From an optimization exercise on the open Yosys and OpenROAD flow, aimed at a short achievable clock period and few clock cycles; shortcuts taken in it are not production practice. Function was checked by simulation only, so behaviour that the tests miss may differ from the original.

<file path="design.v">
package tiny_cpu_pkg;
  localparam int data_w        = 8;     
  localparam int mem_depth     = 256;   
  localparam int reg_count     = 4;
  localparam int reg_addr_bits = $clog2(reg_count);
  localparam logic [reg_addr_bits-1:0] link_reg = 2'd3;   
  localparam logic [1:0] wb_alu     = 2'd0;
  localparam logic [1:0] wb_operand = 2'd1;
  localparam logic [1:0] wb_mem     = 2'd2;
  localparam logic [1:0] wb_link    = 2'd3;
  typedef enum logic [3:0] {
    op_add  = 4'h0,
    op_sub  = 4'h1,
    op_and  = 4'h2,
    op_or   = 4'h3,
    op_xor  = 4'h4,
    op_shl  = 4'h5,
    op_mov  = 4'h6,
    op_li   = 4'h7,
    op_lw   = 4'h8,
    op_sw   = 4'h9,
    op_beq  = 4'hA,
    op_bne  = 4'hB,
    op_j    = 4'hC,
    op_jal  = 4'hD,
    op_jr   = 4'hE,
    op_halt = 4'hF
  } opcode_t;
  typedef enum logic [1:0] {
    fetch   = 2'd0,
    operand = 2'd1,
    exec    = 2'd2,
    mem     = 2'd3
  } cpu_state_t;
  typedef enum logic [1:0] {
    pc_seq = 2'd0,
    pc_rel = 2'd1,
    pc_abs = 2'd2,
    pc_reg = 2'd3
  } pc_sel_t;
  typedef struct packed {
    logic [data_w-1:0] addr;
    logic [data_w-1:0] data;
  } load_t;
  typedef struct packed {
    opcode_t                  alu_op;
    logic                     reg_w_en;
    logic [1:0]               wb_sel;
    logic                     mem_w_en;
    logic                     mem_r_en;
    logic [reg_addr_bits-1:0] reg_addr_w;
    logic [reg_addr_bits-1:0] reg_addr_0;
    logic [reg_addr_bits-1:0] reg_addr_1;
  } ctrl_t;
  typedef struct packed {
    logic [data_w-1:0]        pc;
    opcode_t                  opcode;
    logic                     reg_w_en;
    logic [reg_addr_bits-1:0] reg_addr_w;
    logic [data_w-1:0]        reg_data_w;
    logic                     mem_w_en;
    logic [data_w-1:0]        mem_addr;
    logic [data_w-1:0]        mem_data;
    logic                     overflow;
  } retire_t;
endpackage
module cpu
(
  input  logic        clk,
  input  logic        reset,
  input  logic        run,
  input  logic        load_req,
  input  logic [15:0] load,         
  output logic        load_ack,
  output logic        retire_valid,
  output logic [40:0] retire,       
  output logic        halted
);
  localparam logic [3:0] op_add = 4'h0, op_sub = 4'h1, op_and = 4'h2, op_or  = 4'h3,
                         op_xor = 4'h4, op_shl = 4'h5, op_mov = 4'h6, op_li  = 4'h7,
                         op_lw  = 4'h8, op_sw  = 4'h9, op_beq = 4'hA, op_bne = 4'hB,
                         op_j   = 4'hC, op_jal = 4'hD, op_jr  = 4'hE, op_halt = 4'hF;
  function automatic logic [255:0] dec256(input logic [7:0] v);
    logic [15:0] hi, lo;
    hi = 16'd1 << v[7:4];
    lo = 16'd1 << v[3:0];
    for (int i = 0; i < 256; i++)
      dec256[i] = hi[i / 16] && lo[i % 16];
  endfunction
  logic [7:0] prog [256];
  logic       load_write;
  assign load_write = load_req && !load_ack && !run;
  always_ff @(posedge clk)
  begin
    if (reset)
      load_ack <= 1'b0;
    else if (load_write)
      load_ack <= 1'b1;
    else if (!load_req)
      load_ack <= 1'b0;
  end
  logic [255:0] load_sel;
  assign load_sel = dec256(load[15:8]);
  for (genvar i = 0; i < 256; i++)
  begin : g_prog
    always_ff @(posedge clk)
      if (load_write && load_sel[i])
        prog[i] <= load[7:0];
  end
  logic [7:0]   regs [4];    
  logic [7:0]   dmem [256];  
  logic [7:0]   pc_q;        
  logic [255:0] pc_oh;       
  logic         stop_q;      
  logic         halted_q;    
  logic       wb_valid;
  logic       wb_wen;
  logic       wb_mwen;
  logic       wb_halt;
  logic [7:0] wb_pc;
  logic [3:0] wb_op;
  logic [1:0] wb_wa;
  logic [7:0] wb_data;
  logic [7:0] wb_maddr;
  logic [7:0] wb_mdata;
  logic       wb_ovf;
  logic [7:0]   fwd  [4];
  logic [255:0] fsel [4];   
  logic [7:0]   ldv  [4];   
  always_comb
  begin
    for (int x = 0; x < 4; x++)
    begin
      logic [7:0] m;
      fwd[x]  = (wb_wen && wb_wa == 2'(x)) ? wb_data : regs[x];
      fsel[x] = dec256(fwd[x]);
      m = '0;
      for (int i = 0; i < 256; i++)
        m = m | ({8{fsel[x][i]}} & dmem[i]);
      ldv[x] = (wb_mwen && wb_maddr == fwd[x]) ? wb_mdata : m;
    end
  end
  logic [7:0]   ins, imm;
  logic [3:0]   op;
  logic [1:0]   rd, rs;
  logic [7:0]   a, b;
  logic [7:0]   sum, diff, res;
  logic         ovf, eq, is_br, taken;
  logic         wen, mwen, is_halt;
  logic [1:0]   wa;
  logic [7:0]   maddr, mdata;
  logic [7:0]   pc1, pc2, tgt;
  logic [7:0]   pc_b, pc_n;
  logic [255:0] oh_b, oh_n;
  logic         ex_ok;
  always_comb
  begin
    ins = '0;
    imm = '0;
    for (int i = 0; i < 256; i++)
    begin
      ins = ins | ({8{pc_oh[i]}} & prog[i]);
      imm = imm | ({8{pc_oh[i]}} & prog[(i + 1) % 256]);
    end
  end
  assign op = ins[7:4];
  assign rd = ins[3:2];
  assign rs = ins[1:0];
  assign a  = fwd[rd];
  assign b  = fwd[rs];
  assign sum  = a + b;
  assign diff = a - b;
  assign eq   = (a == b);
  assign pc1 = pc_q + 8'd1;
  assign pc2 = pc_q + 8'd2;
  assign tgt = pc2 + imm;
  assign ex_ok = !stop_q && !halted_q;
  always_comb
  begin
    res     = '0;
    ovf     = 1'b0;
    wen     = 1'b0;
    wa      = rd;
    mwen    = 1'b0;
    maddr   = '0;
    mdata   = '0;
    is_halt = 1'b0;
    is_br   = 1'b0;
    pc_b    = pc1;
    oh_b    = {pc_oh[254:0], pc_oh[255]};
    case (op)
      op_add:
      begin
        res = sum;
        ovf = (a[7] == b[7]) && (sum[7] != a[7]);
        wen = 1'b1;
      end
      op_sub:
      begin
        res = diff;
        ovf = (a[7] != b[7]) && (diff[7] != a[7]);
        wen = 1'b1;
      end
      op_and: begin res = a & b;       wen = 1'b1; end
      op_or:  begin res = a | b;       wen = 1'b1; end
      op_xor: begin res = a ^ b;       wen = 1'b1; end
      op_shl: begin res = a << b[2:0]; wen = 1'b1; end
      op_mov: begin res = b;           wen = 1'b1; end
      op_li:
      begin
        res  = imm;
        wen  = 1'b1;
        pc_b = pc2;
        oh_b = {pc_oh[253:0], pc_oh[255:254]};
      end
      op_lw:
      begin
        res   = ldv[rs];
        wen   = 1'b1;
        maddr = b;
      end
      op_sw:
      begin
        mwen  = 1'b1;
        maddr = a;
        mdata = b;
      end
      op_beq, op_bne:
      begin
        is_br = 1'b1;
        pc_b  = pc2;
        oh_b  = {pc_oh[253:0], pc_oh[255:254]};
      end
      op_j:
      begin
        pc_b = imm;
        oh_b = dec256(imm);
      end
      op_jal:
      begin
        res  = pc2;
        wen  = 1'b1;
        wa   = 2'd3;
        pc_b = imm;
        oh_b = dec256(imm);
      end
      op_jr:
      begin
        pc_b = b;
        oh_b = fsel[rs];
      end
      default:
        is_halt = 1'b1;
    endcase
    if (!wen)
      wa = '0;
  end
  assign taken = is_br && (eq ^ op[0]);
  assign pc_n  = taken ? tgt : pc_b;
  assign oh_n  = taken ? dec256(tgt) : oh_b;
  always_ff @(posedge clk)
  begin
    if (reset)
    begin
      for (int x = 0; x < 4; x++)
        regs[x] <= '0;
    end
    else if (run && wb_wen)
      regs[wb_wa] <= wb_data;
  end
  logic [255:0] st_sel;
  assign st_sel = dec256(wb_maddr);
  for (genvar i = 0; i < 256; i++)
  begin : g_dmem
    always_ff @(posedge clk)
      if (run && wb_mwen && st_sel[i])
        dmem[i] <= wb_mdata;
  end
  always_ff @(posedge clk)
  begin
    if (reset)
      halted_q <= 1'b0;
    else if (run && wb_halt)
      halted_q <= 1'b1;
  end
  always_ff @(posedge clk)
  begin
    if (reset || !run)
    begin
      pc_q     <= '0;
      pc_oh    <= 256'd1;
      stop_q   <= 1'b0;
      wb_valid <= 1'b0;
      wb_wen   <= 1'b0;
      wb_mwen  <= 1'b0;
      wb_halt  <= 1'b0;
    end
    else
    begin
      pc_q     <= pc_n;
      pc_oh    <= oh_n;
      stop_q   <= stop_q || (ex_ok && is_halt);
      wb_valid <= ex_ok;
      wb_wen   <= ex_ok && wen;
      wb_mwen  <= ex_ok && mwen;
      wb_halt  <= ex_ok && is_halt;
    end
  end
  always_ff @(posedge clk)
  begin
    wb_pc    <= pc_q;
    wb_op    <= op;
    wb_wa    <= wa;
    wb_data  <= wen ? res : 8'd0;
    wb_maddr <= maddr;
    wb_mdata <= mdata;
    wb_ovf   <= ovf;
  end
  assign retire_valid = run && wb_valid;
  assign halted       = halted_q || (run && wb_halt);
  assign retire       = {wb_pc, wb_op, wb_wen, wb_wa, wb_data, wb_mwen, wb_maddr, wb_mdata, wb_ovf};
endmodule
</file>
<file path="run.sh">
#!/bin/bash
# synth_recipe.tcl (not shown) runs the flow's synth.tcl, then flattens the netlist and writes it again
# the make line also repeats each setting of config.mk as NAME=value (left out here)
make -C /OpenROAD-flow-scripts/flow DESIGN_CONFIG=/design/flow/config.mk WORK_HOME=/design/flow/orfs CLKGATE_MAP_FILE= SYNTH_SCRIPT=/design/flow/synth_recipe.tcl finish
</file>
<file path="config.mk">
export PLATFORM = sky130hd
export DESIGN_NAME = cpu
export DESIGN_NICKNAME = cpu
export VERILOG_FILES = /design/flow/design.v
export SDC_FILE = /design/flow/constraint.sdc
export NUM_CORES = 4
export LEC_CHECK = 0
export ABC_CLOCK_PERIOD_IN_PS = 4000
export CAP_MARGIN = 20
export CORE_MARGIN = 2
export CORE_UTILIZATION = 55
export PLACE_DENSITY = 0.68
export SETUP_SLACK_MARGIN = 5
export SLEW_MARGIN = 20
</file>
<file path="constraint.sdc">
create_clock -name core_clock -period 12.0 [get_ports {clk}]
set_input_delay 2.4000 -clock core_clock [delete_from_list [all_inputs] [get_ports {clk}]]
set_output_delay 2.4000 -clock core_clock [all_outputs]
set_load 0.01 [all_outputs]
</file>
==> results of run 1 <==
==> through the flow <==
step                      area (µm²)  utilization, %  worst slack, ns
after floorplan               252400               -            6.094
after detailed placement      280500           61.44            2.970
after global placement        279900           61.31            3.155
after CTS                     294800           64.60            5.012
==> repair_timing <==
item                       in CTS
pin swaps                      10
setup endpoints to repair     263
setup buffers                  22
gates resized for setup        62
hold endpoints to repair        0
cloned                          1
hold buffers                    0
==> logic make-up after synthesis <==
| kind of cell | after synthesis |
|---|---|
| AOI/OAI and AO/OA | 9290 |
| and+or+nand+nor | 6540 |
| DFF | 4438 |
| buffers and inverters | 2278 |
| muxes | 681 |
| xor gates and xnor gates | 63 |
| adders and majority gates | 36 |
==> layer usage <==
layer	GRT usage, %	GRT overflow
met1	161.1	73330
met2	216.5	115300
met3	112.4	16660
met4	118.2	12550
met5	103.4	1980
==> Yosys cell counts (116+ instances only) <==
cell type	instances	area [µm²]
sky130_fd_sc_hd__buf_1	249	934.7
sky130_fd_sc_hd__dfxtp_1	310	6206
sky130_fd_sc_hd__nor4_1	246	1539
sky130_fd_sc_hd__nor2_1	1405	5274
sky130_fd_sc_hd__a31oi_1	215	1345
sky130_fd_sc_hd__nand3_1	959	4800
sky130_fd_sc_hd__a221oi_1	1484	13000
sky130_fd_sc_hd__mux2i_1	614	6146
sky130_fd_sc_hd__a21oi_1	614	3073
sky130_fd_sc_hd__nand4_1	1034	6469
sky130_fd_sc_hd__edfxtp_1	4128	124000
sky130_fd_sc_hd__clkbuf_1	1413	5304
sky130_fd_sc_hd__o21ai_0	547	2738
sky130_fd_sc_hd__o22ai_1	750	4692
sky130_fd_sc_hd__a32oi_1	286	2505
sky130_fd_sc_hd__a211oi_1	116	870.8
sky130_fd_sc_hd__buf_2	496	2482
sky130_fd_sc_hd__nand2_1	1477	5544
sky130_fd_sc_hd__a22o_1	1483	12990
sky130_fd_sc_hd__a222oi_1	289	2893
sky130_fd_sc_hd__a22oi_1	2382	17880
sky130_fd_sc_hd__nor3_1	514	2572
==> worst min-delay path by stage <==
stage | depth (start not counted) | end | from
2_1_floorplan | 0 | wb_pc[3]$_DFF_P_ | pc_q[3]$_SDFF_PP0_
3_3_place_gp | 1 | stop_q$_SDFF_PP0_ | stop_q$_SDFF_PP0_
3_5_place_dp | 1 | stop_q$_SDFF_PP0_ | stop_q$_SDFF_PP0_
4_1_cts | 1 | stop_q$_SDFF_PP0_ | stop_q$_SDFF_PP0_
==> run notes, run 1 <==
Outcome
The run stopped with a tool error. Progress stopped at global routing. The tool reported: "[ERROR GRT-0116] Global routing finished with congestion. Check the congestion regions in the DRC Viewer".

Floorplan
The initialized floorplan defines 248 standard-cell rows. The effective utilization at floorplan is 55.29%. The number of ports placed on the die boundary is 64. Measured along the x axis, the die boundary spans 681.4 µm. In this run the vertical extent of the chip is 681.4 µm.

Synth
In this run, distinct cell masters in the synthesized netlist total 106. The average instance in the mapped netlist occupies 10.82 µm². The number of nets produced by synthesis is 23.38k. The main combinational cell family by area after synthesis is compound AO/OA/AOI/OAI gates.

The cell count after synthesis came out at 23.33k. Summing the sequential cell areas from Yosys gives 51.58% of the chip area. After synthesis the cells add up to 0.2524 mm². The fraction of the mapped netlist area in simple logic gates is 13.23%. The synthesized design contains 4438 register bits.

In the synthesized netlist the dominant register cell turns out to be sky130_fd_sc_hd__edfxtp_1. The number of flops mapped to enable cells by yosys is 4128. Of the total synthesized cell area, the portion taken by full adders, half adders and majority gates is 0.1874%. After synthesis, the share of cell area in mux cells is 2.746%.

Of the total synthesized cell area, the portion taken by XOR and XNOR cells is 0.2187%. The complex-gate fraction of the synthesized area is 28.33%. After synthesis, the share of flip-flops with an asynchronous set or reset is 0%. Yosys printed 6 warnings.

Clock network
CTS saw 4438 sinks. The depth of the CTS H-tree is 5. The maximum clock path buffer count is 4.

The tree is rooted in a sky130_fd_sc_hd__clkbuf_16. The number of buffers created by CTS is 425.

Place
Detailed placement finished with a half-perimeter wire length of 2588 mm. Port buffering added 63 buffers. Once placement completed, the tool counted placed cells totaling 29.98k.

The placer congestion estimate is 3.060.

Global route
The residual overflow from global routing is 219.8k. The via count of the first global-routing pass is 342.6k. The first global-routing pass estimated 4631 mm of wire. Entering global routing, the biggest net connects 226 pins. Global routing consumed, over all layers together, 159.0% of the routing resources.
Testbench counts, summed over its fixed seeds: cycles 80,818.
==> inputs of run 2 (changes only) <==
--- a/design.v
+++ b/design.v
@@ -126,19 +126,7 @@
   logic       wb_ovf;
-  logic [7:0]   fwd  [4];
-  logic [255:0] fsel [4];   
-  logic [7:0]   ldv  [4];   
+  logic [7:0] fwd [4];
   always_comb
-  begin
     for (int x = 0; x < 4; x++)
-    begin
-      logic [7:0] m;
-      fwd[x]  = (wb_wen && wb_wa == 2'(x)) ? wb_data : regs[x];
-      fsel[x] = dec256(fwd[x]);
-      m = '0;
-      for (int i = 0; i < 256; i++)
-        m = m | ({8{fsel[x][i]}} & dmem[i]);
-      ldv[x] = (wb_mwen && wb_maddr == fwd[x]) ? wb_mdata : m;
-    end
-  end
-  logic [7:0]   ins, imm;
+      fwd[x] = (wb_wen && wb_wa == 2'(x)) ? wb_data : regs[x];
+  logic [7:0]   ir_q, im_q;
   logic [3:0]   op;
@@ -147,3 +135,3 @@
   logic [7:0]   sum, diff, res;
-  logic         ovf, eq, is_br, taken;
+  logic         ovf, eq, is_br, jump, two, taken;
   logic         wen, mwen, is_halt;
@@ -151,19 +139,9 @@
   logic [7:0]   maddr, mdata;
-  logic [7:0]   pc1, pc2, tgt;
-  logic [7:0]   pc_b, pc_n;
-  logic [255:0] oh_b, oh_n;
+  logic [7:0]   pc1, pc2, tgt, pc_n;
+  logic [255:0] oh_n, dsel;
+  logic [7:0]   ins_n, imm_n, dm, ldv;
   logic         ex_ok;
-  always_comb
-  begin
-    ins = '0;
-    imm = '0;
-    for (int i = 0; i < 256; i++)
-    begin
-      ins = ins | ({8{pc_oh[i]}} & prog[i]);
-      imm = imm | ({8{pc_oh[i]}} & prog[(i + 1) % 256]);
-    end
-  end
-  assign op = ins[7:4];
-  assign rd = ins[3:2];
-  assign rs = ins[1:0];
+  assign op = ir_q[7:4];
+  assign rd = ir_q[3:2];
+  assign rs = ir_q[1:0];
   assign a  = fwd[rd];
@@ -175,4 +153,36 @@
   assign pc2 = pc_q + 8'd2;
-  assign tgt = pc2 + imm;
   assign ex_ok = !stop_q && !halted_q;
+  assign is_br = (op == op_beq) || (op == op_bne);
+  assign jump  = (op == op_j) || (op == op_jal) || (op == op_jr);
+  assign two   = (op == op_li) || is_br || (op == op_j) || (op == op_jal);
+  assign taken = jump || (is_br && (eq ^ op[0]));
+  always_comb
+  begin
+    case (op)
+      op_j, op_jal: tgt = im_q;
+      op_jr:        tgt = b;
+      default:      tgt = pc2 + im_q;
+    endcase
+  end
+  assign pc_n = taken ? tgt : (two ? pc2 : pc1);
+  assign oh_n = taken ? dec256(tgt) :
+                two   ? {pc_oh[253:0], pc_oh[255:254]} : {pc_oh[254:0], pc_oh[255]};
+  always_comb
+  begin
+    ins_n = '0;
+    imm_n = '0;
+    for (int i = 0; i < 256; i++)
+    begin
+      ins_n = ins_n | ({8{oh_n[i]}} & prog[i]);
+      imm_n = imm_n | ({8{oh_n[i]}} & prog[(i + 1) % 256]);
+    end
+  end
+  assign dsel = dec256(b);
+  always_comb
+  begin
+    dm = '0;
+    for (int i = 0; i < 256; i++)
+      dm = dm | ({8{dsel[i]}} & dmem[i]);
+    ldv = (wb_mwen && wb_maddr == b) ? wb_mdata : dm;
+  end
   always_comb
@@ -187,5 +197,2 @@
     is_halt = 1'b0;
-    is_br   = 1'b0;
-    pc_b    = pc1;
-    oh_b    = {pc_oh[254:0], pc_oh[255]};
     case (op)
@@ -208,12 +215,6 @@
       op_mov: begin res = b;           wen = 1'b1; end
-      op_li:
-      begin
-        res  = imm;
-        wen  = 1'b1;
-        pc_b = pc2;
-        oh_b = {pc_oh[253:0], pc_oh[255:254]};
-      end
+      op_li:  begin res = im_q;        wen = 1'b1; end
       op_lw:
       begin
-        res   = ldv[rs];
+        res   = ldv;
         wen   = 1'b1;
@@ -227,28 +228,11 @@
       end
-      op_beq, op_bne:
-      begin
-        is_br = 1'b1;
-        pc_b  = pc2;
-        oh_b  = {pc_oh[253:0], pc_oh[255:254]};
-      end
-      op_j:
-      begin
-        pc_b = imm;
-        oh_b = dec256(imm);
-      end
       op_jal:
       begin
-        res  = pc2;
-        wen  = 1'b1;
-        wa   = 2'd3;
-        pc_b = imm;
-        oh_b = dec256(imm);
-      end
-      op_jr:
-      begin
-        pc_b = b;
-        oh_b = fsel[rs];
+        res = pc2;
+        wen = 1'b1;
+        wa  = 2'd3;
       end
-      default:
+      op_halt:
         is_halt = 1'b1;
+      default: ;
     endcase
@@ -257,5 +241,2 @@
   end
-  assign taken = is_br && (eq ^ op[0]);
-  assign pc_n  = taken ? tgt : pc_b;
-  assign oh_n  = taken ? dec256(tgt) : oh_b;
   always_ff @(posedge clk)
@@ -291,2 +272,4 @@
       pc_oh    <= 256'd1;
+      ir_q     <= prog[0];
+      im_q     <= prog[1];
       stop_q   <= 1'b0;
@@ -301,2 +284,4 @@
       pc_oh    <= oh_n;
+      ir_q     <= ins_n;
+      im_q     <= imm_n;
       stop_q   <= stop_q || (ex_ok && is_halt);
--- a/config.mk
+++ b/config.mk
@@ -10,4 +10,3 @@
 export CORE_MARGIN = 2
-export CORE_UTILIZATION = 55
-export PLACE_DENSITY = 0.68
+export CORE_UTILIZATION = 40
 export SETUP_SLACK_MARGIN = 5
==> run 2 against run 1 <==
Compared with the run above: the run again fails in global routing; synthesized area shrank 20%; synthesized cell count down 34%.
==> run notes, run 2 <==
Synth
The register bit total from synthesis is 4454 (was 4438). The number of instances in the synthesized netlist is 15.32k (was 23.33k). Cells taking the most area after synthesis: sky130_fd_sc_hd__edfxtp_1, sky130_fd_sc_hd__a22oi_1, sky130_fd_sc_hd__dfxtp_1 (was sky130_fd_sc_hd__edfxtp_1, sky130_fd_sc_hd__a22oi_1, sky130_fd_sc_hd__a221oi_1).

The mean instance size in the synthesized netlist came to 13.15 µm² (was 10.82 µm²). The most common cell in the synthesized netlist is sky130_fd_sc_hd__edfxtp_1 (unchanged). The leading area contributor after synthesis is sky130_fd_sc_hd__edfxtp_1 (unchanged).

The fraction of the yosys area taken by sequential cells is 64.76% (was 51.58%). The number of distinct library cells after synthesis is 113 (was 106). The number of warnings issued by yosys was 4 (was 6). The predominant post-synthesis flop cell is sky130_fd_sc_hd__edfxtp_1 (unchanged). The top cell type's share of synthesized area was 61.52% (was 49.12%). The fraction of registers with async set/reset is 0% (unchanged). The number of flops mapped to enable cells by yosys is 4128 (unchanged). List of most frequent post-synthesis cells: sky130_fd_sc_hd__edfxtp_1, sky130_fd_sc_hd__a22oi_1, sky130_fd_sc_hd__nor2_1 (was sky130_fd_sc_hd__edfxtp_1, sky130_fd_sc_hd__a22oi_1, sky130_fd_sc_hd__a221oi_1). The number of nets produced by synthesis came to 15.37k (was 23.38k). The total standard cell area after synthesis is 0.2015 mm² (was 0.2524 mm²).

Global route
The via count of the first global-routing pass is 253.5k. Entering global routing, the biggest net connects 158 pins. For this run, the total global-route usage over all layers was measured as 106.8%.

The residual overflow from global routing is 51.79k. The first global-routing pass estimated 3503 mm of wire.

Floorplan
The horizontal die dimension is 713.7 µm (was 681.4 µm). The number of ports placed on the die boundary came to 64 (unchanged). The effective utilization at floorplan is 40.17% (was 55.29%). The floorplan die height is 713.7 µm (was 681.4 µm).

The number of standard-cell rows in the floorplan was 260 (was 248).

Outcome
Outcome: stopped before the end (unchanged). Tool error: [ERROR GRT-0116] Global routing finished with congestion. Check the congestion regions in the DRC Viewer (unchanged). The stage at which the run stopped is global routing (unchanged).

Clock network
The number of clock sinks is 4454 (was 4438). The number of buffers created by CTS is 474 (was 425). The depth of the CTS H-tree is 5 (unchanged).

The number of buffers inserted for hold repair after clock tree synthesis is 0 (unchanged). The cell at the root of the clock tree is sky130_fd_sc_hd__clkbuf_16 (unchanged). The maximum clock path buffer count is 4 (unchanged).

Place
The placed standard-cell area is 0.2259 mm² (was 0.2805 mm²). The placer congestion estimate is 1.893 (was 3.060). The detailed placement HPWL was 1893 mm (was 2588 mm).

The count of input and output buffers came to 63 (unchanged).
==> run 2: cell count changes after synthesis, sizes merged, moves of 403 or more <==
cell	before	now
nand4	1034	428
o21ai	619	200
a221oi	1497	592
nand2	1479	723
mux2i	619	164
a22o	1483	648
o22ai	750	291
buf	784	381
clkbuf	1413	754
a22oi	2382	1609
nand3	959	554
==> run 2: layer usage <==
metal | global-route usage (%) | GRT overflow
met2 | 122.3 | 27600
met1 | 102.5 | 9008
met3 | 99.16 | 7264
met4 | 99.96 | 7090
met5 | 91.97 | 826
==> run 2: how the worst max path moves through the flow <==
stage                 endpoint  slack [ns]  cells after the start
2_1_floorplan  ir_q[1]$_DFF_P_        5.41                     28
4_1_cts        ir_q[2]$_DFF_P_        4.75                     18
3_5_place_dp   ir_q[2]$_DFF_P_        2.83                     24
3_3_place_gp   ir_q[2]$_DFF_P_        2.20                     24
==> run 2: kinds of logic after synthesis <==
group	share of synthesized area, %
and+or+nand+nor	9.817
DFF	64.76
xor gates and xnor gates	0.1379
AOI/OAI and AO/OA	20.89
adders and majority gates	0.2285
muxes	1.675
buffers and inverters	2.489
==> run 2: what timing repair did <==
action	4_1_cts
gates cloned	13
setup buffers	51
resized for setup	200
pin swaps	36
setup endpoints to repair	28
==> run 2: through the flow <==
step                      cells  hold slack (ns)  setup WS (ns)
after floorplan           15320           0.3258          5.414
after detailed placement  22780           0.4151          2.835
after global placement    22740           0.4151          2.203
after CTS                 23730           0.4240          4.749
Testbench counts of run 2, summed over its fixed seeds: cycles 80,818.
==> inputs of run 3 (changes only) <==
--- a/design.v
+++ b/design.v
@@ -169,20 +169,18 @@
                 two   ? {pc_oh[253:0], pc_oh[255:254]} : {pc_oh[254:0], pc_oh[255]};
+  logic [2047:0] prog_flat, prog_next;
   always_comb
-  begin
-    ins_n = '0;
-    imm_n = '0;
     for (int i = 0; i < 256; i++)
     begin
-      ins_n = ins_n | ({8{oh_n[i]}} & prog[i]);
-      imm_n = imm_n | ({8{oh_n[i]}} & prog[(i + 1) % 256]);
+      prog_flat[8*i +: 8] = prog[i];
+      prog_next[8*i +: 8] = prog[(i + 1) % 256];
     end
-  end
+  rd256 u_rd_ins (.sel(oh_n), .d(prog_flat), .q(ins_n));
+  rd256 u_rd_imm (.sel(oh_n), .d(prog_next), .q(imm_n));
   assign dsel = dec256(b);
+  logic [2047:0] dmem_flat;
   always_comb
-  begin
-    dm = '0;
     for (int i = 0; i < 256; i++)
-      dm = dm | ({8{dsel[i]}} & dmem[i]);
-    ldv = (wb_mwen && wb_maddr == b) ? wb_mdata : dm;
-  end
+      dmem_flat[8*i +: 8] = dmem[i];
+  rd256 u_rd_dm (.sel(dsel), .d(dmem_flat), .q(dm));
+  assign ldv = (wb_mwen && wb_maddr == b) ? wb_mdata : dm;
   always_comb
@@ -307 +305,39 @@
 endmodule
+module rd256
+(
+  input  logic [255:0]  sel,
+  input  logic [2047:0] d,
+  output logic [7:0]    q
+);
+  logic [127:0] g;
+  for (genvar k = 0; k < 16; k++)
+  begin : g_grp
+    rd16 u_grp (.sel(sel[16*k +: 16]), .d(d[128*k +: 128]), .q(g[8*k +: 8]));
+  end
+  or16 u_or (.d(g), .q(q));
+endmodule
+module rd16
+(
+  input  logic [15:0]  sel,
+  input  logic [127:0] d,
+  output logic [7:0]   q
+);
+  always_comb
+  begin
+    q = '0;
+    for (int i = 0; i < 16; i++)
+      q = q | ({8{sel[i]}} & d[8*i +: 8]);
+  end
+endmodule
+module or16
+(
+  input  logic [127:0] d,
+  output logic [7:0]   q
+);
+  always_comb
+  begin
+    q = '0;
+    for (int i = 0; i < 16; i++)
+      q = q | d[8*i +: 8];
+  end
+endmodule
--- a/config.mk
+++ b/config.mk
@@ -7,3 +7,2 @@
 export LEC_CHECK = 0
-export ABC_CLOCK_PERIOD_IN_PS = 4000
 export CAP_MARGIN = 20
@@ -13 +12,3 @@
 export SLEW_MARGIN = 20
+export SYNTH_HIERARCHICAL = 1
+export SYNTH_MINIMUM_KEEP_SIZE = 0
==> run 3 against run 2 <==
Compared with the run above: now clean on timing, DRC and antenna; synthesized cell count decreased by 25%; synthesized area decreased by 8.6%.
==> run notes, run 3 <==
Outcome
Outcome: no timing/DRC/antenna violations (was stopped before the end).

Synth
The share of cell area taken by muxes after synthesis is 1.647% (was 1.675%). The register bit total from synthesis is 4454 (unchanged). The predominant post-synthesis flop cell is sky130_fd_sc_hd__edfxtp_1 (unchanged). The fraction of the mapped netlist area in simple logic gates is 4.567% (was 9.817%). The post-synthesis share of cell area spent on xor and xnor gates is 0.2046% (was 0.1379%). The number of distinct library cells after synthesis is 77 (was 113). List of most frequent post-synthesis cells: sky130_fd_sc_hd__edfxtp_1, sky130_fd_sc_hd__a22o_1, sky130_fd_sc_hd__a221oi_1 (was sky130_fd_sc_hd__edfxtp_1, sky130_fd_sc_hd__a22oi_1, sky130_fd_sc_hd__nor2_1). The top cell type's share of synthesized area was 67.33% (was 61.52%). The leading area contributor after synthesis is sky130_fd_sc_hd__edfxtp_1 (unchanged). The complex-gate fraction of the synthesized area was 18.01% (was 20.89%). The mean instance size in the synthesized netlist is 15.92 µm² (was 13.15 µm²). The number of nets produced by synthesis is 11.62k (was 15.37k).

Cells taking the most area after synthesis: sky130_fd_sc_hd__edfxtp_1, sky130_fd_sc_hd__a22o_1, sky130_fd_sc_hd__a221oi_1 (was sky130_fd_sc_hd__edfxtp_1, sky130_fd_sc_hd__a22oi_1, sky130_fd_sc_hd__dfxtp_1). The number of instances in the synthesized netlist is 11.56k (was 15.32k). The most common cell in the synthesized netlist is sky130_fd_sc_hd__edfxtp_1 (unchanged). The main combinational cell family by area after synthesis is compound AO/OA/AOI/OAI gates (unchanged). The post-synthesis share of cell area spent on full adders, half adders and majority gates came to 0.2528% (was 0.2285%). The fraction of the yosys area taken by sequential cells is 70.88% (was 64.76%). The total standard cell area after synthesis is 0.1841 mm² (was 0.2015 mm²).

The number of warnings issued by yosys is 12 (was 4). The number of flops mapped to enable cells by yosys is 4128 (unchanged). The fraction of registers with async set/reset was 0% (unchanged).

Route
The residual antenna-violating net count after detailed routing is 0. For this block, the initial DRC count from the detailed router was 17.30k. For this run, design rule violations remaining after detail routing come to 0.

Dividing the detail-routed via count by the number of cells gives 6.731. The routed length per placed instance is 35.64 µm. The pre-antenna-repair detailed-routing pass consisted of 9 iterations.

The routed design has 639.4 mm of wire. The via count is 120.8k.

Timing
The smallest setup slack after layout is 5.078 ns. Setup repair after global routing left no endpoint under its margin. The final count of hold timing violations is 0. The tightest hold margin is 0.4463 ns. The final-report max-slew violation count was 0. The measured slew at the worst slew-check pin is 1.357 ns. In the finished design, the share of the clock period the worst path needs comes to 57.68%. After layout, the minimum clock period comes to 6.922 ns.

The worst pin sits at a relative slew slack of 8.696%. In the final timing run, aggregate negative setup slack is 0 ns. The final clock skew is 0.07023 ns. The highest clock rate is 0.1445 GHz. Setup violations remaining at the end of the flow were counted as 0.

Floorplan
The effective utilization at floorplan is 40.09% (was 40.17%). The number of standard-cell rows in the floorplan is 249 (was 260). The floorplan die area is 0.4657 mm². The placeable core region is 0.4592 mm². The number of ports placed on the die boundary is 64 (unchanged).

The floorplan die height is 682.4 µm (was 713.7 µm). The horizontal die dimension is 682.4 µm (was 713.7 µm).

Worst setup path
The worst setup path is launched from a flop. The setup check on the worst reg-to-reg path leaves a slack of 5.08 ns. Traced cell by cell, the critical path runs through clkinv_1 -> o22ai_1 -> buf_4 -> ha_1 -> nor3_2 -> and3_1 -> a311o_1 -> a41oi_4 -> buf_12 -> bufbuf_16 -> nand4_1 -> clkbuf_16 -> o22ai_1 -> buf_4 -> a22o_1 -> a221oi_1 -> nand4_1 -> nor4_4 -> buf_4 -> nand4_1 -> nand2_1 -> nand2_1.

The highest-delay cell along the critical path is sky130_fd_sc_hd__dfxtp_1. The number of cells on the worst reg-to-reg path is 22. STA puts the critical path data required time at 12.93 ns.

For this run, the slowest stage of the critical path takes 0.84 ns. For the worst setup path, the data arrival time is 7.85 ns. The highest fanout seen on the critical path is 39. The critical path in this run is classified as flop to flop. The kind of cell adding the most delay to the critical path is buffers and inverters. Counting both buffers and inverters, the worst setup path holds a total of 7.

The critical path depth is 22. The element type at the critical path end is a flop.

Clock network
The cell at the root of the clock tree is sky130_fd_sc_hd__clkbuf_16 (unchanged). The maximum clock path buffer count was 4 (unchanged). TritonCTS built the clock tree. The number of buffers created by CTS is 440 (was 474).

After clock tree synthesis, the clock-pin slew on the worst setup and hold paths is 0.06 ns. The number of clock sinks is 4454 (unchanged). The later pin in the worst-skew pair is clocked with a latency of 1.06 ns. The depth of the CTS H-tree came to 5 (unchanged).

Place
The placed standard-cell area is 0.1886 mm² (was 0.2259 mm²). The placer congestion estimate came to 0.9635 (was 1.893). The minimum setup slack after placement is 2.784 ns (was 2.835 ns).

The count of input and output buffers is 63 (unchanged). The detailed placement HPWL is 411.7 mm (was 1893 mm).

Global route
The via count of the first global-routing pass was 116.5k. The most used routing layer in global routing is met2. The global-route wire length before repair is 889.4 mm. The met3 usage is 5.302%. The residual overflow from global routing is 0. For met2 alone, demand over resource in global routing was 41.86%. The met1 layer usage reported by global route is 34.00%. The overall routing resource usage is 26.45%. Entering global routing, the biggest net connects 192 pins. The number of antenna violations at the first check in global routing is 23.

Final layout
The area added between synthesis and finish is 10.80%. The most common cell after layout, fill and taps aside is sky130_fd_sc_hd__edfxtp_1. The largest registers in the layout are dmem: 2048 flops, prog: 2048 flops, pc_oh: 256 flops.

In the layout the commonest cells are sky130_fd_sc_hd__edfxtp_1, sky130_fd_sc_hd__a22o_1, sky130_fd_sc_hd__a221oi_1, sky130_fd_sc_hd__nor2_1, sky130_fd_sc_hd__o22ai_1. The fraction of layout instances using a drive strength above 1 is 13.34%. The final instance area is 0.2040 mm².

The final layout net count is 11.46k.

Job
Across the run, the number of max-cap violations was 0.

Min path
The class of the tightest hold or removal check is flop to flop. The count of cells along the worst hold path is 1.
[run 3: per-module statistics from Yosys, one instance, submodules excluded, a selection]
module | cell area [µm²] | times used | flops+latches
or16 | 250.2 | 3 | 0
cpu | 146000 | 1 | 4454
rd16 | 778.2 | 48 | 0
[run 3: kinds of logic after synthesis]
logic type,Yosys count
DFF,4454
and+or+nand+nor,1777
buffers and inverters,1150
xor gates and xnor gates,43
muxes,299
AOI/OAI and AO/OA,3802
adders and majority gates,36
[run 3: cell type report]
cell class,count,area (µm²)
Fill cell,40030,255200
Sequential cell,4454,130500
Multi-Input combinational cell,5957,46760
Clock buffer,546,11640
Tap cell,6149,7694
Timing Repair Buffer,504,4390
Clock inverter,270,2761
Inverter,42,162.7
Antenna cell,20,50.05
[run 3: timing repair]
action / in CTS / in global routing
cloned: 3 / 2
pin swaps: 6 / 8
buffers inserted: 2 / 7
resized for setup: 80 / 41
hold buffers: 0 / 0
endpoints found under the setup margin: 214 / 16
[run 3: metal layers]
metal	wire [µm]	share of wire, %
met1	238300	37
met2	293100	46
met3	64810	10
met4	43070	6.7
met5	107	0.017
[run 3: stage by stage]
step | instances | utilization (%)
6_report | 17940 | 44.42
5_1_grt | 17920 | 44.41
4_1_cts | 17910 | 44.32
3_5_place_dp | 17090 | 41.07
3_3_place_gp | 17080 | 41.02
2_1_floorplan | 11560 | -
[run 3: path summary, 6_finish.rpt]
path / startpoint / endpoint
hold reg to reg: stop_q$_SDFF_PN0_ / stop_q$_SDFF_PN0_
setup / recovery: ir_q[0]$_DFF_P_ / im_q[4]$_DFF_P_
setup reg to reg: ir_q[0]$_DFF_P_ / im_q[4]$_DFF_P_
hold / removal: stop_q$_SDFF_PN0_ / stop_q$_SDFF_PN0_
Testbench counts of run 3, summed over its fixed seeds: cycles 80,818.
==> inputs of run 4 (changes only) <==
--- a/design.v
+++ b/design.v
@@ -89,2 +89,16 @@
   endfunction
+  function automatic logic is_two(input logic [7:0] ins);
+    is_two = (ins[7:4] == op_li) || (ins[7:4] == op_beq) || (ins[7:4] == op_bne) ||
+             (ins[7:4] == op_j)  || (ins[7:4] == op_jal);
+  endfunction
+  function automatic logic [7:0] target(input logic [7:0] pc, input logic [7:0] ins,
+                                        input logic [7:0] imm);
+    target = (ins[7:4] == op_j || ins[7:4] == op_jal) ? imm : pc + 8'd2 + imm;
+  endfunction
+  function automatic logic [255:0] rot1(input logic [255:0] v);
+    rot1 = {v[254:0], v[255]};
+  endfunction
+  function automatic logic [255:0] rot2(input logic [255:0] v);
+    rot2 = {v[253:0], v[255:254]};
+  endfunction
   logic [7:0] prog [256];
@@ -109,8 +123,22 @@
   end
+  logic [2047:0] prog_0, prog_1, prog_2, prog_3;
+  always_comb
+    for (int i = 0; i < 256; i++)
+    begin
+      prog_0[8*i +: 8] = prog[i];
+      prog_1[8*i +: 8] = prog[(i + 1) % 256];
+      prog_2[8*i +: 8] = prog[(i + 2) % 256];
+      prog_3[8*i +: 8] = prog[(i + 3) % 256];
+    end
   logic [7:0]   regs [4];    
+  logic [7:0]   spec [4];    
   logic [7:0]   dmem [256];  
-  logic [7:0]   pc_q;        
-  logic [255:0] pc_oh;       
   logic         stop_q;      
   logic         halted_q;    
+  logic         jr_wait;     
+  logic [7:0]   ir_q, im_q, pc_q;
+  logic [7:0]   s_ir, s_im, s_pc;
+  logic [255:0] s_oh;
+  logic [7:0]   t_pc;
+  logic [255:0] t_oh;
   logic       wb_valid;
@@ -126,7 +154,12 @@
   logic       wb_ovf;
-  logic [7:0] fwd [4];
+  logic [255:0] fsel [4];    
+  logic [15:0]  feq;         
   always_comb
+  begin
+    for (int x = 0; x < 4; x++)
+      fsel[x] = dec256(spec[x]);
     for (int x = 0; x < 4; x++)
-      fwd[x] = (wb_wen && wb_wa == 2'(x)) ? wb_data : regs[x];
-  logic [7:0]   ir_q, im_q;
+      for (int y = 0; y < 4; y++)
+        feq[4*x+y] = (spec[x] == spec[y]);
+  end
   logic [3:0]   op;
@@ -135,3 +168,3 @@
   logic [7:0]   sum, diff, res;
-  logic         ovf, eq, is_br, jump, two, taken;
+  logic         ovf, eq, is_br, taken, bubble, ex_ok, go;
   logic         wen, mwen, is_halt;
@@ -139,6 +172,4 @@
   logic [7:0]   maddr, mdata;
-  logic [7:0]   pc1, pc2, tgt, pc_n;
-  logic [255:0] oh_n, dsel;
-  logic [7:0]   ins_n, imm_n, dm, ldv;
-  logic         ex_ok;
+  logic [255:0] dsel;
+  logic [7:0]   dm, ldv;
   assign op = ir_q[7:4];
@@ -146,35 +177,16 @@
   assign rs = ir_q[1:0];
-  assign a  = fwd[rd];
-  assign b  = fwd[rs];
+  assign a  = spec[rd];
+  assign b  = spec[rs];
   assign sum  = a + b;
   assign diff = a - b;
-  assign eq   = (a == b);
-  assign pc1 = pc_q + 8'd1;
-  assign pc2 = pc_q + 8'd2;
-  assign ex_ok = !stop_q && !halted_q;
-  assign is_br = (op == op_beq) || (op == op_bne);
-  assign jump  = (op == op_j) || (op == op_jal) || (op == op_jr);
-  assign two   = (op == op_li) || is_br || (op == op_j) || (op == op_jal);
-  assign taken = jump || (is_br && (eq ^ op[0]));
-  always_comb
-  begin
-    case (op)
-      op_j, op_jal: tgt = im_q;
-      op_jr:        tgt = b;
-      default:      tgt = pc2 + im_q;
-    endcase
-  end
-  assign pc_n = taken ? tgt : (two ? pc2 : pc1);
-  assign oh_n = taken ? dec256(tgt) :
-                two   ? {pc_oh[253:0], pc_oh[255:254]} : {pc_oh[254:0], pc_oh[255]};
-  logic [2047:0] prog_flat, prog_next;
+  assign eq   = feq[{rd, rs}];
+  assign ex_ok  = !stop_q && !halted_q;
+  assign is_br  = (op == op_beq) || (op == op_bne);
+  assign bubble = (op == op_jr) && !jr_wait;
+  assign taken  = (op == op_j) || (op == op_jal) || (op == op_jr) || (is_br && (eq ^ op[0]));
+  assign go     = ex_ok && !bubble;    
   always_comb
     for (int i = 0; i < 256; i++)
-    begin
-      prog_flat[8*i +: 8] = prog[i];
-      prog_next[8*i +: 8] = prog[(i + 1) % 256];
-    end
-  rd256 u_rd_ins (.sel(oh_n), .d(prog_flat), .q(ins_n));
-  rd256 u_rd_imm (.sel(oh_n), .d(prog_next), .q(imm_n));
-  assign dsel = dec256(b);
+      dsel[i] = (rs == 2'd0 && fsel[0][i]) || (rs == 2'd1 && fsel[1][i]) ||
+                (rs == 2'd2 && fsel[2][i]) || (rs == 2'd3 && fsel[3][i]);
   logic [2047:0] dmem_flat;
@@ -228,3 +240,3 @@
       begin
-        res = pc2;
+        res = pc_q + 8'd2;
         wen = 1'b1;
@@ -239,2 +251,87 @@
   end
+  logic         s_two, b_two;
+  logic [255:0] oh_a;
+  logic [7:0]   a0, a1, b0, b1, b2, b3;
+  assign s_two = is_two(s_ir);
+  assign oh_a  = s_two ? rot2(s_oh) : rot1(s_oh);
+  rd256 u_rd_a0 (.sel(oh_a), .d(prog_0), .q(a0));
+  rd256 u_rd_a1 (.sel(oh_a), .d(prog_1), .q(a1));
+  rd256 u_rd_b0 (.sel(t_oh), .d(prog_0), .q(b0));
+  rd256 u_rd_b1 (.sel(t_oh), .d(prog_1), .q(b1));
+  rd256 u_rd_b2 (.sel(t_oh), .d(prog_2), .q(b2));
+  rd256 u_rd_b3 (.sel(t_oh), .d(prog_3), .q(b3));
+  assign b_two = is_two(b0);
+  logic [7:0]   n_ir, n_im, n_pc, n_sir, n_sim, n_spc, n_tpc;
+  logic [255:0] n_soh, n_toh;
+  always_comb
+  begin
+    if (taken)
+    begin
+      n_ir  = b0;
+      n_im  = b1;
+      n_pc  = t_pc;
+      n_sir = b_two ? b2 : b1;
+      n_sim = b_two ? b3 : b2;
+      n_spc = t_pc + (b_two ? 8'd2 : 8'd1);
+      n_soh = b_two ? rot2(t_oh) : rot1(t_oh);
+    end
+    else
+    begin
+      n_ir  = s_ir;
+      n_im  = s_im;
+      n_pc  = s_pc;
+      n_sir = a0;
+      n_sim = a1;
+      n_spc = s_pc + (s_two ? 8'd2 : 8'd1);
+      n_soh = oh_a;
+    end
+  end
+  logic [7:0] tpc_t, tpc_s;
+  logic [255:0] toh_t;
+  logic [7:0]   t_pc2;
+  assign t_pc2 = t_pc + 8'd2;
+  assign tpc_t = target(t_pc, b0, b1);
+  assign tpc_s = target(s_pc, s_ir, s_im);
+  assign n_tpc = taken ? tpc_t : tpc_s;
+  dec_sum u_dec_t (.base(t_pc2), .off(b1), .jmp(b0[7:4] == op_j || b0[7:4] == op_jal), .oh(toh_t));
+  assign n_toh = taken ? toh_t : dec256(tpc_s);
+  logic         z_two;
+  logic [7:0]   z_tpc;
+  assign z_two = is_two(prog[0]);
+  assign z_tpc = target(8'd0, prog[0], prog[1]);
+  always_ff @(posedge clk)
+  begin
+    if (reset || !run)
+    begin
+      ir_q    <= prog[0];
+      im_q    <= prog[1];
+      pc_q    <= 8'd0;
+      s_ir    <= z_two ? prog[2] : prog[1];
+      s_im    <= z_two ? prog[3] : prog[2];
+      s_pc    <= z_two ? 8'd2 : 8'd1;
+      s_oh    <= z_two ? 256'd4 : 256'd2;
+      t_pc    <= z_tpc;
+      t_oh    <= dec256(z_tpc);
+      jr_wait <= 1'b0;
+    end
+    else if (bubble)
+    begin
+      t_pc    <= b;
+      t_oh    <= fsel[rs];
+      jr_wait <= 1'b1;
+    end
+    else
+    begin
+      ir_q    <= n_ir;
+      im_q    <= n_im;
+      pc_q    <= n_pc;
+      s_ir    <= n_sir;
+      s_im    <= n_sim;
+      s_pc    <= n_spc;
+      s_oh    <= n_soh;
+      t_pc    <= n_tpc;
+      t_oh    <= n_toh;
+      jr_wait <= 1'b0;
+    end
+  end
   always_ff @(posedge clk)
@@ -249,2 +346,17 @@
   end
+  always_ff @(posedge clk)
+  begin
+    if (reset)
+    begin
+      for (int x = 0; x < 4; x++)
+        spec[x] <= '0;
+    end
+    else if (!run)
+    begin
+      for (int x = 0; x < 4; x++)
+        spec[x] <= regs[x];
+    end
+    else if (go && wen)
+      spec[wa] <= res;
+  end
   logic [255:0] st_sel;
@@ -268,6 +380,2 @@
     begin
-      pc_q     <= '0;
-      pc_oh    <= 256'd1;
-      ir_q     <= prog[0];
-      im_q     <= prog[1];
       stop_q   <= 1'b0;
@@ -280,11 +388,7 @@
     begin
-      pc_q     <= pc_n;
-      pc_oh    <= oh_n;
-      ir_q     <= ins_n;
-      im_q     <= imm_n;
-      stop_q   <= stop_q || (ex_ok && is_halt);
-      wb_valid <= ex_ok;
-      wb_wen   <= ex_ok && wen;
-      wb_mwen  <= ex_ok && mwen;
-      wb_halt  <= ex_ok && is_halt;
+      stop_q   <= stop_q || (go && is_halt);
+      wb_valid <= go;
+      wb_wen   <= go && wen;
+      wb_mwen  <= go && mwen;
+      wb_halt  <= go && is_halt;
     end
@@ -343 +447,38 @@
 endmodule
+module dec_sum
+(
+  input  logic [7:0]   base,
+  input  logic [7:0]   off,
+  input  logic         jmp,
+  output logic [255:0] oh
+);
+  logic [15:0] off_lo, off_hi, lo, hi0, hi, lo_j, hi_j;
+  logic        c4;
+  assign off_lo = 16'd1 << off[3:0];
+  assign off_hi = 16'd1 << off[7:4];
+  logic [15:0] b_lo, b_hi;
+  assign b_lo = 16'd1 << base[3:0];
+  assign b_hi = 16'd1 << base[7:4];
+  always_comb
+  begin
+    for (int j = 0; j < 16; j++)
+    begin
+      lo[j]  = 1'b0;
+      hi0[j] = 1'b0;
+      for (int k = 0; k < 16; k++)
+      begin
+        lo[j]  = lo[j]  | (off_lo[k] & b_lo[(j - k + 16) % 16]);
+        hi0[j] = hi0[j] | (off_hi[k] & b_hi[(j - k + 16) % 16]);
+      end
+    end
+    c4 = 1'b0;
+    for (int k = 1; k < 16; k++)
+      c4 = c4 | (off_lo[k] & (base[3:0] >= 5'(16 - k)));
+  end
+  assign hi   = c4 ? {hi0[14:0], hi0[15]} : hi0;
+  assign lo_j = jmp ? off_lo : lo;
+  assign hi_j = jmp ? off_hi : hi;
+  always_comb
+    for (int i = 0; i < 256; i++)
+      oh[i] = hi_j[i / 16] && lo_j[i % 16];
+endmodule
==> flow/run.sh (new file) <==
#!/bin/bash
# The standard layout (standard.sh), changed in two ways:
#  - timing repair aims at a 7 ns setup margin instead of 5, so that paths
#    with slack to spare at the 12 ns target, the port buffers among them,
#    are also sped up (TNS repair limited to the worst 10% of endpoints);
#  - the port buffers are buf_4 cells.
# Every port keeps its buffer; the synthesis, floorplan, power grid and
# constraints are the standard flow's. The ORFS logs are in orfs/logs.
set -euo pipefail
cat >> config.mk <<'EOC'
export BUFFER_PORTS_ARGS = -buffer_cell sky130_fd_sc_hd__buf_4
export TNS_END_PERCENT = 10
EOC
sed 's/SETUP_SLACK_MARGIN=5 /SETUP_SLACK_MARGIN=7 /' standard.sh > standard_fast.sh
grep -q 'SETUP_SLACK_MARGIN=7 ' standard_fast.sh
bash standard_fast.sh > standard.log 2>&1
==> standard.sh (new file) <==
#!/bin/bash
# synth_recipe.tcl (not shown) runs the flow's synth.tcl, then flattens the netlist and writes it again
# the make line also repeats each setting of config.mk as NAME=value (left out here)
make -C /OpenROAD-flow-scripts/flow DESIGN_CONFIG=/design/flow/config.mk WORK_HOME=/design/flow/orfs CLKGATE_MAP_FILE= SYNTH_SCRIPT=/design/flow/synth_recipe.tcl "${@:-finish}"
--- a/config.mk
+++ b/config.mk
@@ -14 +14,3 @@
 export SYNTH_MINIMUM_KEEP_SIZE = 0
+export BUFFER_PORTS_ARGS = -buffer_cell sky130_fd_sc_hd__buf_4
+export TNS_END_PERCENT = 10
removed: run.sh
==> run 4 against run 3 <==
Compared with the run above: still clean on timing, DRC and antenna; critical path type unchanged; via count is 110% higher; design area rose by 50%; die area is 45% higher; non-clock buffer count is 1573 higher; register-to-register slack improved by 0.71 ns; synthesized area grew 46%; critical path depth shrank 2; sequential cell count increased by 325; first-iteration DRC count rose to 2.9 times the previous value.
==> run notes, run 4 <==
Outcome
Outcome: no timing/DRC/antenna violations (unchanged).

Route
The DRC violation count after routing is 0 (unchanged). The per-cell via count in the routed design is 8.127 (was 6.731). The wire length after detailed routing is 1596 mm (was 639.4 mm). The number of detailed-route iterations in the first pass is 16 (was 9). The routed length per placed instance came to 51.56 µm (was 35.64 µm). The starting DRC count in detailed routing is 50.06k (was 17.30k). The via count is 251.6k (was 120.8k). The residual antenna-violating net count after detailed routing is 0 (unchanged).

Worst setup path
The worst setup path category is flop to flop (unchanged). The highest fanout seen on the critical path is 34 (was 39). The launching element type of the critical path is a flop (unchanged). The element type at the critical path end is a flop (unchanged).

The endpoint arrival time on the critical path was 7.21 ns (was 7.85 ns). The required arrival time at the worst endpoint is 13.00 ns (was 12.93 ns).

Synth
The total standard cell area after synthesis was 0.2681 mm² (was 0.1841 mm²). The mean instance size in the synthesized netlist was 12.57 µm² (was 15.92 µm²). The number of nets produced by synthesis is 21.41k (was 11.62k). Cells taking the most area after synthesis: sky130_fd_sc_hd__edfxtp_1, sky130_fd_sc_hd__a22o_1, sky130_fd_sc_hd__a221oi_1 (unchanged). The most common cell in the synthesized netlist is sky130_fd_sc_hd__edfxtp_1 (unchanged).

The number of instances in the synthesized netlist is 21.33k (was 11.56k). The number of distinct library cells after synthesis came to 100 (was 77). The leading area contributor after synthesis is sky130_fd_sc_hd__edfxtp_1 (unchanged). The top cell type's share of synthesized area is 49.90% (was 67.33%). List of most frequent post-synthesis cells: sky130_fd_sc_hd__edfxtp_1, sky130_fd_sc_hd__a22o_1, sky130_fd_sc_hd__a221oi_1 (unchanged). The predominant post-synthesis flop cell is sky130_fd_sc_hd__edfxtp_1 (unchanged).

The number of flops mapped to enable cells by yosys is 4456 (was 4128). The register bit total from synthesis was 4779 (was 4454). The fraction of the yosys area taken by sequential cells was 52.31% (was 70.88%).

The number of warnings issued by yosys is 13 (was 12). The fraction of registers with async set/reset is 0% (unchanged).

Global route
The overall routing resource usage is 44.37% (was 26.45%). The global-route wire length before repair is 2085 mm (was 889.4 mm). The largest net degree at the start of global routing is 165 (was 192). The number of antenna violations at the first check in global routing was 204 (was 23).

The via count of the first global-routing pass came to 224.1k (was 116.5k). The residual overflow from global routing is 0 (unchanged).

Final layout
The final cell count without fillers was 30.96k (was 17.94k). The area added between synthesis and finish is 14.13% (was 10.80%). The most common cell after layout, fill and taps aside is sky130_fd_sc_hd__edfxtp_1 (unchanged). Commonest non-fill, non-tap cells in the layout: sky130_fd_sc_hd__edfxtp_1, sky130_fd_sc_hd__a22o_1, sky130_fd_sc_hd__a221oi_1, sky130_fd_sc_hd__buf_4, sky130_fd_sc_hd__nor2_1 (was sky130_fd_sc_hd__edfxtp_1, sky130_fd_sc_hd__a22o_1, sky130_fd_sc_hd__a221oi_1, sky130_fd_sc_hd__nor2_1, sky130_fd_sc_hd__o22ai_1). The fraction of layout instances using a drive strength above 1 came to 22.15% (was 13.34%). The final layout net count was 21.44k (was 11.46k). Largest registers ranked by flip-flop count: dmem: 2048 flops, prog: 2048 flops (was dmem: 2048 flops, prog: 2048 flops, pc_oh: 256 flops).

Clock network
The maximum clock path buffer count is 4 (unchanged). The number of buffers inserted for hold repair after clock tree synthesis was 0 (unchanged). The number of clock sinks is 4779 (was 4454). The clock slew seen by the registers of the worst setup and hold paths was 0.07 ns (was 0.06 ns). The number of buffers created by CTS was 551 (was 440). The clock tree from TritonCTS is done (unchanged). The cell at the root of the clock tree was sky130_fd_sc_hd__clkbuf_16 (unchanged).

The depth of the CTS H-tree is 6 (was 5). The worst-skew pair later-pin latency was 1.24 ns (was 1.06 ns).

Timing
The highest clock rate is 0.1610 GHz (was 0.1445 GHz). The final-layout setup total negative slack is 0 ns (unchanged). The headroom to the max-slew limit is 7.470% (was 8.696%). The measured slew at the worst slew-check pin is 1.380 ns (was 1.357 ns).

The final count of hold timing violations is 0 (unchanged). The final critical path time including I/O delays and setup is 6.212 ns (was 6.922 ns). The fraction of the cycle the final worst path needs is 51.77% (was 57.68%). The final-report max-slew violation count was 0 (unchanged).

Setup repair after global routing missed its margin: yes (was no). The smallest setup slack after layout was 5.788 ns (was 5.078 ns). The final-report setup violation count was 0 (unchanged). The final clock skew came to 0.08362 ns (was 0.07023 ns).

Floorplan
The number of ports placed on the die boundary is 64 (unchanged). The floorplan die area was 0.6769 mm² (was 0.4657 mm²). The floorplan die height is 822.7 µm (was 682.4 µm). The horizontal die dimension is 822.7 µm (was 682.4 µm). The number of standard-cell rows in the floorplan came to 300 (was 249). The placeable core region was 0.6678 mm² (was 0.4592 mm²). The effective utilization at floorplan is 40.15% (was 40.09%).

Place
The minimum setup slack after placement is 3.936 ns (was 2.784 ns). The count of input and output buffers came to 63 (unchanged). The placer congestion estimate came to 1.102 (was 0.9635). The detailed placement HPWL is 1065 mm (was 411.7 mm).

The cell count after placement is 28.97k (was 17.09k).

Job
The max-capacitance violation count came to 0 (unchanged).

Min path
The class of the tightest hold or removal check is flop to flop (unchanged).
run 4: cell types whose count changed in the layout (fill, tap and decap cells not counted), sizes merged, moves of 293 or more:
cell,previous run,this run
o21ai,49,382
mux2,1,294
buf,443,2024
nand2,186,1001
nor4,98,394
a22o,1543,3609
nand4,419,981
edfxtp,4128,4456
a221o,4,312
a221oi,1541,3591
run 4: kinds of logic after synthesis:
family	Yosys count	share of synthesized area, %
muxes	413	1.754
AOI/OAI and AO/OA	9204	30.37
xor gates and xnor gates	98	0.3201
buffers and inverters	2670	7.158
DFF	4779	52.31
and+or+nand+nor	4110	7.797
adders and majority gates	58	0.2874
run 4: stage by stage:
step	cell area, µm²	hold WS [ns]	utilization, %
after floorplan	268200	0.3462	-
after global placement	272200	0.4280	40.77
after detailed placement	272500	0.4355	40.81
after CTS	300300	0.4184	44.97
after global routing	305500	0.4317	45.76
final	306000	0.4250	45.83
run 4: repair_timing:
| action | 4_1_cts | 5_1_grt |
|---|---|---|
| pin swaps | 227 | 149 |
| gates resized for setup | 1002 | 462 |
| setup buffers | 411 | 236 |
| cloned | 50 | 36 |
| setup endpoints to repair | 927 | 1253 |
run 4: worst max-delay path: stages, from the launching register on:
cell and delay, ns:
sky130_fd_sc_hd__dfxtp_2 0.38, sky130_fd_sc_hd__buf_12 0.20, sky130_fd_sc_hd__a22o_1 0.26, sky130_fd_sc_hd__a221oi_2 0.18, sky130_fd_sc_hd__nand4_1 0.62, sky130_fd_sc_hd__nor4_4 1.16
sky130_fd_sc_hd__nand4_1 0.21, sky130_fd_sc_hd__buf_6 0.25, sky130_fd_sc_hd__buf_12 0.17, sky130_fd_sc_hd__nand4b_1 0.16, sky130_fd_sc_hd__buf_6 0.16, sky130_fd_sc_hd__buf_4 0.13
sky130_fd_sc_hd__o22ai_4 0.07, sky130_fd_sc_hd__nor4_4 0.45, sky130_fd_sc_hd__nand3_2 0.12, sky130_fd_sc_hd__buf_6 0.18, sky130_fd_sc_hd__a21oi_2 0.12, sky130_fd_sc_hd__buf_6 0.21
sky130_fd_sc_hd__buf_8 0.19, sky130_fd_sc_hd__nor4_2 0.06, sky130_fd_sc_hd__a221o_2 0.60
run 4: per-module statistics from Yosys (local to each module, per instance), excerpt:
module / cell area, µm² / copies in the design / flip-flops and latches
cpu: 171700 / 1 / 4779
dec_sum: 7506 / 1 / 0
rd16: 778.2 / 112 / 0
or16: 250.2 / 7 / 0
run 4: layout make-up:
type / instances / area [µm²]
Sequential cell: 4779 / 140500
Fill cell: 59610 / 361700
Tap cell: 8909 / 11150
Multi-Input combinational cell: 13900 / 114700
Antenna cell: 246 / 615.6
Clock inverter: 331 / 3852
Timing Repair Buffer: 2077 / 20450
Clock buffer: 668 / 14490
Timing Repair inverter: 2 / 17.52
Inverter: 54 / 241.5
run 4: metal layers:
| layer | GRT usage (%) | up-vias | share of wire (%) | wire length (µm) |
|---|---|---|---|---|
| li1 | - | 93290 | - | - |
| met1 | 50.84 | 125500 | 33 | 528800 |
| met2 | 63.02 | 25030 | 40 | 641700 |
| met3 | 19.63 | 7676 | 15 | 236400 |
| met4 | 37.91 | 154 | 12 | 187300 |
| met5 | 1.412 | - | 0.14 | 2171 |
run 4: path summary, 6_finish.rpt:
kind,cells past startpoint,slack (ns),startpoint,to
setup / recovery,20,5.79,t_oh[70]$_DFF_P_,t_oh[199]$_DFF_P_
hold / removal,0,0.42,pc_q[0]$_SDFFE_PN0N_,wb_pc[0]$_DFF_P_
setup reg to reg,20,5.79,t_oh[70]$_DFF_P_,t_oh[199]$_DFF_P_
hold reg to reg,0,0.42,pc_q[0]$_SDFFE_PN0N_,wb_pc[0]$_DFF_P_
Testbench counts of run 4, summed over its fixed seeds: cycles 80,938.
==> inputs of run 5 (changes only) <==
==> flow/run.sh (replaced) <==
#!/bin/bash
# The standard layout (standard.sh), changed in two ways:
#  - timing repair aims at an 8.5 ns setup margin instead of 5, so that paths
#    with slack to spare at the 12 ns target, the port buffers among them,
#    are also sped up (TNS repair limited to the worst 5% of endpoints);
#  - the port buffers are buf_4 cells.
# Every port keeps its buffer; the synthesis, floorplan, power grid and
# constraints are the standard flow's. The ORFS logs are in orfs/logs.
set -euo pipefail
cat >> config.mk <<'EOC'
export BUFFER_PORTS_ARGS = -buffer_cell sky130_fd_sc_hd__buf_4
export TNS_END_PERCENT = 5
EOC
sed 's/SETUP_SLACK_MARGIN=5 /SETUP_SLACK_MARGIN=8.5 /' standard.sh > standard_fast.sh
grep -q 'SETUP_SLACK_MARGIN=8.5 ' standard_fast.sh
bash standard_fast.sh > standard.log 2>&1
--- a/config.mk
+++ b/config.mk
@@ -9,3 +9,4 @@
 export CORE_MARGIN = 2
-export CORE_UTILIZATION = 40
+export CORE_UTILIZATION = 50
+export PLACE_DENSITY = 0.62
 export SETUP_SLACK_MARGIN = 5
@@ -15,2 +16,2 @@
 export BUFFER_PORTS_ARGS = -buffer_cell sky130_fd_sc_hd__buf_4
-export TNS_END_PERCENT = 10
+export TNS_END_PERCENT = 5
==> run 5 against run 4 <==
Compared with the run above: the layout now fails its checks (max-capacitance violations, max-slew violations); non-clock buffer count grew 34; critical endpoint is now t_oh[185]$_DFF_P_; critical path type unchanged; via count grew 1.7%; synthesized cell count is the same.
==> run notes, run 5 <==
Timing
The fraction of the cycle the final worst path needs is 51.43% (was 51.77%). The measured slew at the worst slew-check pin is 1.584 ns (was 1.380 ns). The final count of hold timing violations is 0 (unchanged).

Setup repair after global routing missed its margin: yes (unchanged). The final-report setup violation count is 0 (unchanged). The tightest hold margin is 0.4678 ns (was 0.4250 ns). The final-report max-slew violation count is 5 (was 0).

Clock network
The clock tree from TritonCTS is done (unchanged). The cell at the root of the clock tree was sky130_fd_sc_hd__clkbuf_16 (unchanged). The number of buffers created by CTS was 539 (was 551). The number of clock sinks was 4779 (unchanged).

Worst setup path
The endpoint of the worst setup timing path is t_oh[185]$_DFF_P_ (was t_oh[199]$_DFF_P_). The kind of cell adding the most delay to the critical path is simple AND/OR/NAND/NOR gates (unchanged). The number of cells traversed by the worst register-to-register path was 16 (was 20). The register-to-register setup slack is 5.83 ns (was 5.79 ns). The beginning of the worst register-to-register path is prog[97][0]$_DFFE_PP_ (was t_oh[70]$_DFF_P_).

The highest fanout seen on the critical path came to 11 (was 34). The highest-delay cell along the critical path is sky130_fd_sc_hd__nor4_4 (unchanged).

Job
The max-capacitance violation count is 2 (was 0).

Place
The cell count after placement was 27.09k (was 28.97k). The count of input and output buffers is 63 (unchanged). The placed standard-cell area is 0.2695 mm² (was 0.2725 mm²). The placer congestion estimate is 1.157 (was 1.102). The minimum setup slack after placement is 4.390 ns (was 3.936 ns).

Synth
The most common cell in the synthesized netlist was sky130_fd_sc_hd__edfxtp_1 (unchanged). Cells taking the most area after synthesis: sky130_fd_sc_hd__edfxtp_1, sky130_fd_sc_hd__a22o_1, sky130_fd_sc_hd__a221oi_1 (unchanged). The top cell type's share of synthesized area was 49.90% (unchanged).

The leading area contributor after synthesis is sky130_fd_sc_hd__edfxtp_1 (unchanged). The number of distinct library cells after synthesis was 100 (unchanged). The fraction of registers with async set/reset was 0% (unchanged). The fraction of the yosys area taken by sequential cells is 52.31% (unchanged).

The number of nets produced by synthesis was 21.41k (unchanged). The number of instances in the synthesized netlist is 21.33k (unchanged). The number of warnings issued by yosys is 13 (unchanged).

Final layout
Commonest non-fill, non-tap cells in the layout: sky130_fd_sc_hd__edfxtp_1, sky130_fd_sc_hd__a22o_1, sky130_fd_sc_hd__a221oi_1, sky130_fd_sc_hd__buf_4, sky130_fd_sc_hd__nor2_1 (unchanged). The fraction of layout instances using a drive strength above 1 came to 23.01% (was 22.15%).

Route
The residual antenna-violating net count after detailed routing is 0 (unchanged). The DRC violation count after routing was 0 (unchanged). The starting DRC count in detailed routing is 54.87k (was 50.06k).

Floorplan
The floorplan die height is 736.3 µm (was 822.7 µm). The number of standard-cell rows in the floorplan is 268 (was 300). The horizontal die dimension is 736.3 µm (was 822.7 µm).

Outcome
Outcome: complete, but fails checks (was no timing/DRC/antenna violations). The checks that failed: max-capacitance violations, max-slew violations.

Global route
The via count of the first global-routing pass is 223.6k (was 224.1k).
[run 5: changes by cell type in the layout (fill, tap and decap cells not counted), sizes merged, moves of 3 or more]
cell	previous run	this run
clkbuf	694	709
buf	2024	2041
diode	246	209
clkinvlp	33	20
inv	83	76
clkinv	214	202
bufbuf	27	40
bufinv	57	54
[run 5: logic make-up (layout without fill, tap and decap cells)]
logic type | after synthesis | after routing | synth area share [%]
DFF | 4779 | 4779 | 52.31
and+or+nand+nor | 4110 | 4117 | 7.797
buffers and inverters | 2670 | 3142 | 7.158
muxes | 413 | 414 | 1.754
AOI/OAI and AO/OA | 9204 | 9204 | 30.37
xor gates and xnor gates | 98 | 98 | 0.3201
adders and majority gates | 58 | 58 | 0.2874
other | 0 | 209 | 0
[run 5: cell type report]
type,count,area [µm²]
multi-input combinational,13890,116100
timing repair buffer,2111,22200
clock inverter,294,3507
inverter,54,242.7
antenna,209,523.0
clock buffer,679,14570
fill,42740,226800
sequential,4779,140500
timing repair inverter,4,110.1
tap,7155,8952
[run 5: how the worst min path moves through the flow]
stage                                  from           endpoint  slack [ns]  depth (start not counted)
final                     stop_q$_SDFF_PN0_  stop_q$_SDFF_PN0_        0.47                          1
after global routing      stop_q$_SDFF_PN0_  stop_q$_SDFF_PN0_        0.49                          1
after floorplan           ir_q[7]$_DFFE_PN_   wb_op[3]$_DFF_P_        0.35                          0
after detailed placement  stop_q$_SDFF_PN0_  stop_q$_SDFF_PN0_        0.45                          1
after global placement    stop_q$_SDFF_PN0_  stop_q$_SDFF_PN0_        0.44                          1
after CTS                 stop_q$_SDFF_PN0_  stop_q$_SDFF_PN0_        0.46                          1
[run 5: what timing repair did]
action	CTS	global route
gates cloned	68	39
setup endpoints to repair	5081	5152
buffers inserted	489	294
pin swaps	250	284
resized for setup	1195	662
[run 5: Yosys stat by module (local to each module, per instance), a selection]
module	flip-flops and latches	area, µm²
or16	0	250.2
rd16	0	778.2
cpu	4779	171700
dec_sum	0	7506
[run 5: per-layer routing]
| layer | wire length (µm) | GRT usage, % |
|---|---|---|
| met5 | 3689 | 3.272 |
| met4 | 180200 | 44.94 |
| met3 | 275300 | 31.00 |
| met2 | 594600 | 72.25 |
| met1 | 512000 | 63.06 |

==> port drivers added, routing unchanged <==
In the flow no input, the clock included, has a driving cell. The finished layouts below were timed again as built, in two steps. Step 1: set_driving_cell puts a clkbuf_16 on clk and a buf_2 on each other input, an assumption about the parent block. Step 2 moves the port delays by t, midway between the first and last clock arrival at a register: inputs arrive t later, outputs are due t later. That takes back most of the time a late clock gives input paths. Slacks: ideal / step 1 / step 2; pairs: ideal / step 1.
run	t (ns)	setup slack, ns	worst setup path at the end	slew at the worst register clock pin (ns)
run 3	1.141	5.078 / 5.078 / 4.867	input to register	0.07 / 0.07
run 4	1.312	5.788 / 5.788 / 5.247	input to register	0.08 / 0.08
run 5	1.337	5.828 / 5.828 / 4.833	input to register	0.08 / 0.08
The setup slack of run 5, which loses most, moves by 0.000 ns with the drivers and by -0.995 ns with both steps.
